From an optimization exercise on the open Yosys and OpenROAD flow, aimed at small area; shortcuts taken in it are not production practice. At most, simulation tests tie the RTL to the original design; equivalence was not proved. No activity file was given, so power comes from the tool's default toggle rates.

==> module dot_axis, before the edit <==
module dot_axis (
    input  logic [7:0] d,
    input  logic [9:0] p,
    input  logic [7:0] a,
    output logic [8:0] hit
);
    logic [10:0] m3, m5, m7;
    logic [8:2]  c3;
    logic [9:3]  c5, c7;
    ha_cell h3 (.a(a[1]), .b(a[0]), .s(m3[1]), .co(c3[2]));
    for (genvar i = 2; i <= 7; i++) begin : g3
        fa_cell f (.a(a[i]), .b(a[i-1]), .c(c3[i]), .s(m3[i]), .co(c3[i+1]));
    end
    assign m3[0]     = a[0];
    assign m3[8]     = c3[8];
    assign m3[10:9]  = {2{a[7]}};
    ha_cell h5 (.a(a[2]), .b(a[0]), .s(m5[2]), .co(c5[3]));
    for (genvar i = 3; i <= 8; i++) begin : g5
        fa_cell f (.a(a[(i <= 7) ? i : 7]), .b(a[i-2]), .c(c5[i]), .s(m5[i]), .co(c5[i+1]));
    end
    assign m5[1:0] = a[1:0];
    assign m5[9]   = c5[9];
    assign m5[10]  = a[7];
    ha_cell h7 (.a(m3[2]), .b(a[0]), .s(m7[2]), .co(c7[3]));
    for (genvar i = 3; i <= 8; i++) begin : g7
        fa_cell f (.a(m3[i]), .b(a[i-2]), .c(c7[i]), .s(m7[i]), .co(c7[i+1]));
    end
    assign m7[1:0] = m3[1:0];
    assign m7[9]   = c7[9];
    assign m7[10]  = a[7];
    logic [5:0] h [9];
    logic [1:0] l [9];
    assign h[0] = 6'd0;                         assign l[0] = 2'd0;
    assign h[1] = {{4{a[7]}}, a[6:5]};          assign l[1] = a[4:3];
    assign h[2] = {{3{a[7]}}, a[6:4]};          assign l[2] = a[3:2];
    assign h[3] = m3[10:5];                     assign l[3] = m3[4:3];
    assign h[4] = {{2{a[7]}}, a[6:3]};          assign l[4] = a[2:1];
    assign h[5] = m5[10:5];                     assign l[5] = m5[4:3];
    assign h[6] = m3[9:4];                      assign l[6] = m3[3:2];
    assign h[7] = m7[10:5];                     assign l[7] = m7[4:3];
    assign h[8] = a[7:2];                       assign l[8] = a[1:0];
    logic [8:0] z;
    logic [8:1] cz;
    logic [7:0] nph;
    assign nph = ~p[9:2];
    assign z[0]  = d[0] ^ p[2];
    assign cz[1] = d[0] | nph[0];
    for (genvar i = 1; i <= 7; i++) begin : gz
        fa_cell f (.a(d[i]), .b(nph[i]), .c(cz[i]), .s(z[i]), .co(cz[i+1]));
    end
    assign z[8] = ~cz[8];
    logic       in0, in1;
    logic [5:0] w, wm;
    assign w   = z[5:0];
    logic [5:0] lz;
    assign lz[0] = 1'b1;
    for (genvar i = 1; i < 6; i++) begin : gl
        assign lz[i] = lz[i-1] & ~w[i-1];
    end
    assign wm  = w ^ lz;
    assign in0 = (z[8:5] == 4'b0000) || (z[8:5] == 4'b1111);
    assign in1 = (z[8:5] == 4'b0000) || ((z[8:5] == 4'b0001) && lz[5]) || ((z[8:5] == 4'b1111) && !lz[5]);
    logic [3:0] qa, qb;
    assign qa = {~(p[1] & p[0]), p[1] | p[0], p[1], p[1] & p[0]};
    assign qb = {1'b0, 1'b0, ~p[1] & ~p[0], ~p[1]};
    for (genvar k = 0; k < 9; k++) begin : gk
        logic ak, bk;
        assign ak = qa[l[k]];
        assign bk = qb[l[k]];
        assign hit[k] = (ak && in1 && (h[k] == wm)) || (bk && in0 && (h[k] == w));
    end
endmodule
export LEC_CHECK = 0
export CAP_MARGIN = 20
export CORE_MARGIN = 2
export CORE_UTILIZATION = 40
export CTS_BUF_LIST = sky130_fd_sc_hd__clkbuf_8
export SLEW_MARGIN = 20
export SYNTH_HIERARCHICAL = 1
create_clock -name core_clock -period 12.0 [get_ports {Clk}]
standard.sh (not shown) runs the stock make flow with config.mk's settings and CLKGATE_MAP_FILE= SYNTH_SCRIPT=/design/flow/synth_recipe.tcl, a recipe that flattens the netlist after the stock synthesis.
==> flow/flow/run.sh <==
#!/bin/bash
set -e
export BUFFER_PORTS_ARGS="-buffer_cell sky130_fd_sc_hd__buf_1"
export CTS_ARGS="-sink_clustering_enable -repair_clock_nets -buf_list sky130_fd_sc_hd__clkbuf_8 -dont_use_dummy_load"
bash standard.sh > standard_flow.log 2>&1
Edit:
--- a/flow/design.v
+++ b/flow/design.v
@@ -717,14 +717,9 @@
     logic       in0, in1;
     logic [5:0] w, wm;
     assign w   = z[5:0];
-    logic [5:0] lz;
-    assign lz[0] = 1'b1;
-    for (genvar i = 1; i < 6; i++) begin : gl
-        assign lz[i] = lz[i-1] & ~w[i-1];
-    end
-    assign wm  = w ^ lz;
+    assign wm  = w - 6'd1;
     assign in0 = (z[8:5] == 4'b0000) || (z[8:5] == 4'b1111);
-    assign in1 = (z[8:5] == 4'b0000) || ((z[8:5] == 4'b0001) && lz[5]) || ((z[8:5] == 4'b1111) && !lz[5]);
+    assign in1 = (z[8:5] == 4'b0000) || ((z[8:5] == 4'b1111) && (z[4:0] != 5'd0)) || (z == 9'd32);
     logic [3:0] qa, qb;
     assign qa = {~(p[1] & p[0]), p[1] | p[0], p[1], p[1] & p[0]};
     assign qb = {1'b0, 1'b0, ~p[1] & ~p[0], ~p[1]};
The new run went through all stages and came out clean.
Power stays flat.
Non-clock buffer count falls by 2.
Hold slack barely changes.
Critical path depth rises by 2.
Wire length falls by a few percent.
Sequential power stays flat.
Function not checked in the first run of this note: the RTL went through the layout flow alone.

rev 12:
pixel_compositor, a different RTL version from the one above (not shown whole).
Size in the first run: about 1400 cells after synthesis, ~120 flip-flops, about 110 I/O pins.
==> module pixel_compositor, before the edit <==
module pixel_compositor (
    input  logic        Clk,
    input  logic        Reset,
    input  logic        frame_start,
    input  logic        de,
    input  logic [9:0]  DrawX,
    input  logic [9:0]  DrawY,
    input  logic [9:0]  X,
    input  logic [9:0]  Y,
    input  logic [9:0]  size,
    input  logic [7:0]  x_vec,
    input  logic [7:0]  y_vec,
    input  logic        map_en,
    input  logic        wall_on,
    input  logic [11:0] wall_color,
    input  logic [11:0] memdata,
    output logic [3:0]  Red,
    output logic [3:0]  Green,
    output logic [3:0]  Blue,
    output logic        out_valid,
    output logic        dots_ready
);
    logic [9:0] x_lat, y_lat, s_lat;
    logic [7:0] xv_lat, yv_lat;
    logic       par_ok;
    logic [9:0] x_dot, y_dot;
    logic [7:0] xv_dot, yv_dot;
    logic       dot_ok;
    logic [3:0] cnt;
    logic       rdy;
    always_ff @(posedge Clk) begin
        if (frame_start) begin
            x_lat <= X; y_lat <= Y; s_lat <= size; xv_lat <= x_vec; yv_lat <= y_vec;
        end
        if (cnt == 4'd10 && !frame_start) begin
            x_dot <= x_lat; y_dot <= y_lat; xv_dot <= xv_lat; yv_dot <= yv_lat;
        end
    end
    always_ff @(posedge Clk) begin
        if (Reset) begin
            cnt <= '0; rdy <= 1'b0; par_ok <= 1'b0; dot_ok <= 1'b0;
        end else if (frame_start) begin
            cnt <= 4'd1; rdy <= 1'b0; par_ok <= 1'b1;
        end else if (cnt == 4'd10) begin
            cnt <= '0; rdy <= 1'b1; dot_ok <= 1'b1;
        end else if (cnt != 4'd0) begin
            cnt <= cnt + 4'd1;
        end
    end
    logic [8:0] hx, hy;
    logic       dot_hit;
    dot_axis u_dx (.d(DrawX[7:0]), .p(x_dot), .a(xv_dot), .hit(hx));
    dot_axis u_dy (.d(DrawY[7:0]), .p(y_dot), .a(yv_dot), .hit(hy));
        assign dot_hit = dot_ok ? |(hx & hy) : (DrawX[7:0] == 8'd0 && DrawY[7:0] == 8'd0);
    logic signed [10:0] ddx, ddy;
    logic               player_hit;
    assign ddx = $signed({1'b0, DrawX[7:0], 2'b00}) - $signed({1'b0, x_lat});
    assign ddy = $signed({1'b0, DrawY[7:0], 2'b00}) - $signed({1'b0, y_lat});
    logic disc_in;
    disc_le u_disc (.dx(ddx), .dy(ddy), .s(s_lat), .le(disc_in));
        assign player_hit = par_ok && disc_in;
    logic above, below, in_map;
    logic [9:0] col_sum;
    logic signed [9:0] col_dif;
    assign col_sum = {1'b0, DrawY[9:1]} + {2'b0, memdata[7:0]};
    assign col_dif = $signed({1'b0, DrawY[9:1]}) - $signed({2'b0, memdata[7:0]});
    assign above = col_sum <= 10'd119;
    assign below = col_dif >= $signed(10'd121 - {9'd0, DrawY[0]});
    assign in_map = map_en && (DrawX <= 10'd160) && (DrawY <= 10'd120);
    logic [11:0] rgb1, rgb2;
    logic        v1, v2;
    logic [11:0] col;
    always_comb begin
        if (in_map) begin
            if (dot_hit)         col = 12'hFFF;
            else if (player_hit) col = 12'hF70;
            else if (wall_on)    col = wall_color;
            else                 col = 12'h004;
        end else begin
            if (above)           col = 12'h337;
            else if (below)      col = 12'h733;
            else                 col = {3{memdata[11:8]}};
        end
    end
    always_ff @(posedge Clk) begin
        if (Reset) begin
            rgb1 <= '0; v1 <= 1'b0; rgb2 <= '0; v2 <= 1'b0;
        end else begin
            rgb1 <= de ? col : 12'h000;
            v1   <= de;
            rgb2 <= rgb1;
            v2   <= v1;
        end
    end
    assign {Red, Green, Blue} = rgb2;
    assign out_valid  = v2;
    assign dots_ready = rdy;
endmodule
==> flow/config.mk <==
export PLATFORM = sky130hd
export DESIGN_NAME = pixel_compositor
export DESIGN_NICKNAME = pixel_compositor
export VERILOG_FILES = /design/flow/design.v
export SDC_FILE = /design/flow/constraint.sdc
export NUM_CORES = 4
export LEC_CHECK = 0
export CAP_MARGIN = 20
export CORE_MARGIN = 2
export CORE_UTILIZATION = 40
export SLEW_MARGIN = 20
export SYNTH_HIERARCHICAL = 1
==> flow/constraint.sdc <==
create_clock -name core_clock -period 12.0 [get_ports {Clk}]
set_input_delay 2.4000 -clock core_clock [delete_from_list [all_inputs] [get_ports {Clk}]]
set_output_delay 2.4000 -clock core_clock [all_outputs]
set_load 0.01 [all_outputs]
==> flow/flow/run.sh <==
#!/bin/bash
set -e
export BUFFER_PORTS_ARGS="-buffer_cell sky130_fd_sc_hd__buf_1"
bash standard.sh > standard_flow.log 2>&1
Modified inputs, rev 13 compared to rev 12
-- flow/design.v --
<<< rev 12, line 23
    logic [9:0] x_lat, y_lat, s_lat;
    logic [7:0] xv_lat, yv_lat;
    logic       par_ok;
    logic [9:0] x_dot, y_dot;
    logic [7:0] xv_dot, yv_dot;
    logic       dot_ok;
    logic [3:0] cnt;
    logic       rdy;
    always_ff @(posedge Clk) begin
        if (frame_start) begin
            x_lat <= X; y_lat <= Y; s_lat <= size; xv_lat <= x_vec; yv_lat <= y_vec;
        end
        if (cnt == 4'd10 && !frame_start) begin
            x_dot <= x_lat; y_dot <= y_lat; xv_dot <= xv_lat; yv_dot <= yv_lat;
        end
    end
    always_ff @(posedge Clk) begin
        if (Reset) begin
            cnt <= '0; rdy <= 1'b0; par_ok <= 1'b0; dot_ok <= 1'b0;
        end else if (frame_start) begin
            cnt <= 4'd1; rdy <= 1'b0; par_ok <= 1'b1;
        end else if (cnt == 4'd10) begin
            cnt <= '0; rdy <= 1'b1; dot_ok <= 1'b1;
        end else if (cnt != 4'd0) begin
            cnt <= cnt + 4'd1;
>>> rev 13, line 23
    logic [9:0] x_lat, y_lat, s_lat;
    logic [7:0] xv_lat, yv_lat;
    logic [9:0] x_dot, y_dot;
    logic [7:0] xv_dot, yv_dot;
    logic [3:0] cnt;
    logic       rdy;
    always_ff @(posedge Clk) begin
        if (Reset) begin
            x_lat <= '0; y_lat <= '0; s_lat <= '0; xv_lat <= '0; yv_lat <= '0;
            x_dot <= '0; y_dot <= '0; xv_dot <= '0; yv_dot <= '0;
            cnt <= '0; rdy <= 1'b0;
        end else if (frame_start) begin
            x_lat <= X; y_lat <= Y; s_lat <= size; xv_lat <= x_vec; yv_lat <= y_vec;
            cnt <= 4'd1; rdy <= 1'b0;
        end else if (cnt == 4'd10) begin
            x_dot <= x_lat; y_dot <= y_lat; xv_dot <= xv_lat; yv_dot <= yv_lat;
            cnt <= '0; rdy <= 1'b1;
        end else if (cnt != 4'd0) begin
            cnt <= cnt + 4'd1;
<<< rev 12, line 52
    dot_axis u_dx (.d(DrawX[7:0]), .p(x_dot), .a(xv_dot), .hit(hx));
    dot_axis u_dy (.d(DrawY[7:0]), .p(y_dot), .a(yv_dot), .hit(hy));
        assign dot_hit = dot_ok ? |(hx & hy) : (DrawX[7:0] == 8'd0 && DrawY[7:0] == 8'd0);
    logic signed [10:0] ddx, ddy;
    logic               player_hit;
>>> rev 13, line 46
    dot_axis u_dx (.d(DrawX[7:0]), .p(x_dot), .a(xv_dot), .hit(hx));
    dot_axis u_dy (.d(DrawY[7:0]), .p(y_dot), .a(yv_dot), .hit(hy));
        assign dot_hit = |(hx & hy);
    logic signed [10:0] ddx, ddy;
    logic               player_hit;
<<< rev 12, line 59
    logic disc_in;
    disc_le u_disc (.dx(ddx), .dy(ddy), .s(s_lat), .le(disc_in));
        assign player_hit = par_ok && disc_in;
    logic above, below, in_map;
    logic [9:0] col_sum;
    logic signed [9:0] col_dif;
    assign col_sum = {1'b0, DrawY[9:1]} + {2'b0, memdata[7:0]};
    assign col_dif = $signed({1'b0, DrawY[9:1]}) - $signed({2'b0, memdata[7:0]});
    assign above = col_sum <= 10'd119;
    assign below = col_dif >= $signed(10'd121 - {9'd0, DrawY[0]});
    assign in_map = map_en && (DrawX <= 10'd160) && (DrawY <= 10'd120);
    logic [11:0] rgb1, rgb2;
>>> rev 13, line 53
    logic disc_in;
    disc_le u_disc (.dx(ddx), .dy(ddy), .s(s_lat), .le(disc_in));
        assign player_hit = disc_in;
    logic above, below, in_map;
    assign above = ({1'b0, DrawY} + {2'b0, memdata[7:0], 1'b0}) < 11'd240;
    assign below = {1'b0, DrawY} > (11'd240 + {2'b0, memdata[7:0], 1'b0});
    assign in_map = map_en && (DrawX <= 10'd160) && (DrawY <= 10'd120);
    logic [11:0] rgb1, rgb2;
==> comparison <==
| design area | rev 12 vs rev 13 | ≈ equal |
On vias after detailed routing, rev 13 does worse than rev 12.
Rev 13 vs rev 12, synthesized-area fraction occupied by ao, oa, aoi and oai cells went up by 0.51 points.
Y dimension of the die delta (rev 13 -> rev 12): insignificant
Between rev 12 and rev 13, the netlist area before placement figures differ only marginally.
Side by side, combined global-route utilization of all metal layers turned out higher in rev 13 than in rev 12.
Rev 13: share of the clock period used by the worst path 0.39 points above rev 12
Between rev 13 and rev 12, it is rev 13 whose number of gates on the worst path with buffers counted is higher, by about 3.6%.
In rev 13 relative to rev 12, number of global-route vias before repair had gone up by a few percent.
Rev 13 reports a lower sequential power than rev 12 does.
Taking rev 12 as the reference, in rev 13 worst setup slack -0.047 ns, number of signal-net buffers in the layout +about 6.4%, global-route wire length before repair +about 8%.
For rev 12, only the layout was checked, not whether the RTL still works.

==> afterwards: timing with drivers on the ports <==
No port has a modelled driver above. Below, the same layouts with a new extraction and two added sets of constraints. Step 1 sets driving cells, clkbuf_16 on the clock port and buf_2 on the other inputs (assumed; they add their load-dependent delay and slew). Step 2, shift: input delay + t, output delay - t, t = (earliest + latest rising clock arrival at the registers) / 2. This alone moves slack from input paths to output paths. Slacks: ideal / step 1 / step 2; pairs: ideal / step 1.
| run | t (ns) | slack for setup (ns) | clock arrival spread, ns | worst slew at a driven data input, ns |
|---|---|---|---|---|
| the first run of note 1 | 0.512 | 0.953 / 0.971 / 0.458 | 0.033 / 0.033 | 0.05 |
| the second run of note 1 | 0.486 | 1.089 / 1.101 / 0.616 | 0.035 / 0.035 | 0.06 |
| rev 12 | 0.475 | 2.131 / 2.146 / 1.671 | 0.018 / 0.018 | 0.05 |
| rev 13 | 0.490 | 2.084 / 2.106 / 1.616 | 0.011 / 0.012 | 0.08 |
After both steps every run listed still meets setup and hold. The setup slack of the first run of note 1, which loses most, moves by +0.018 ns with the drivers and by -0.495 ns with both steps.
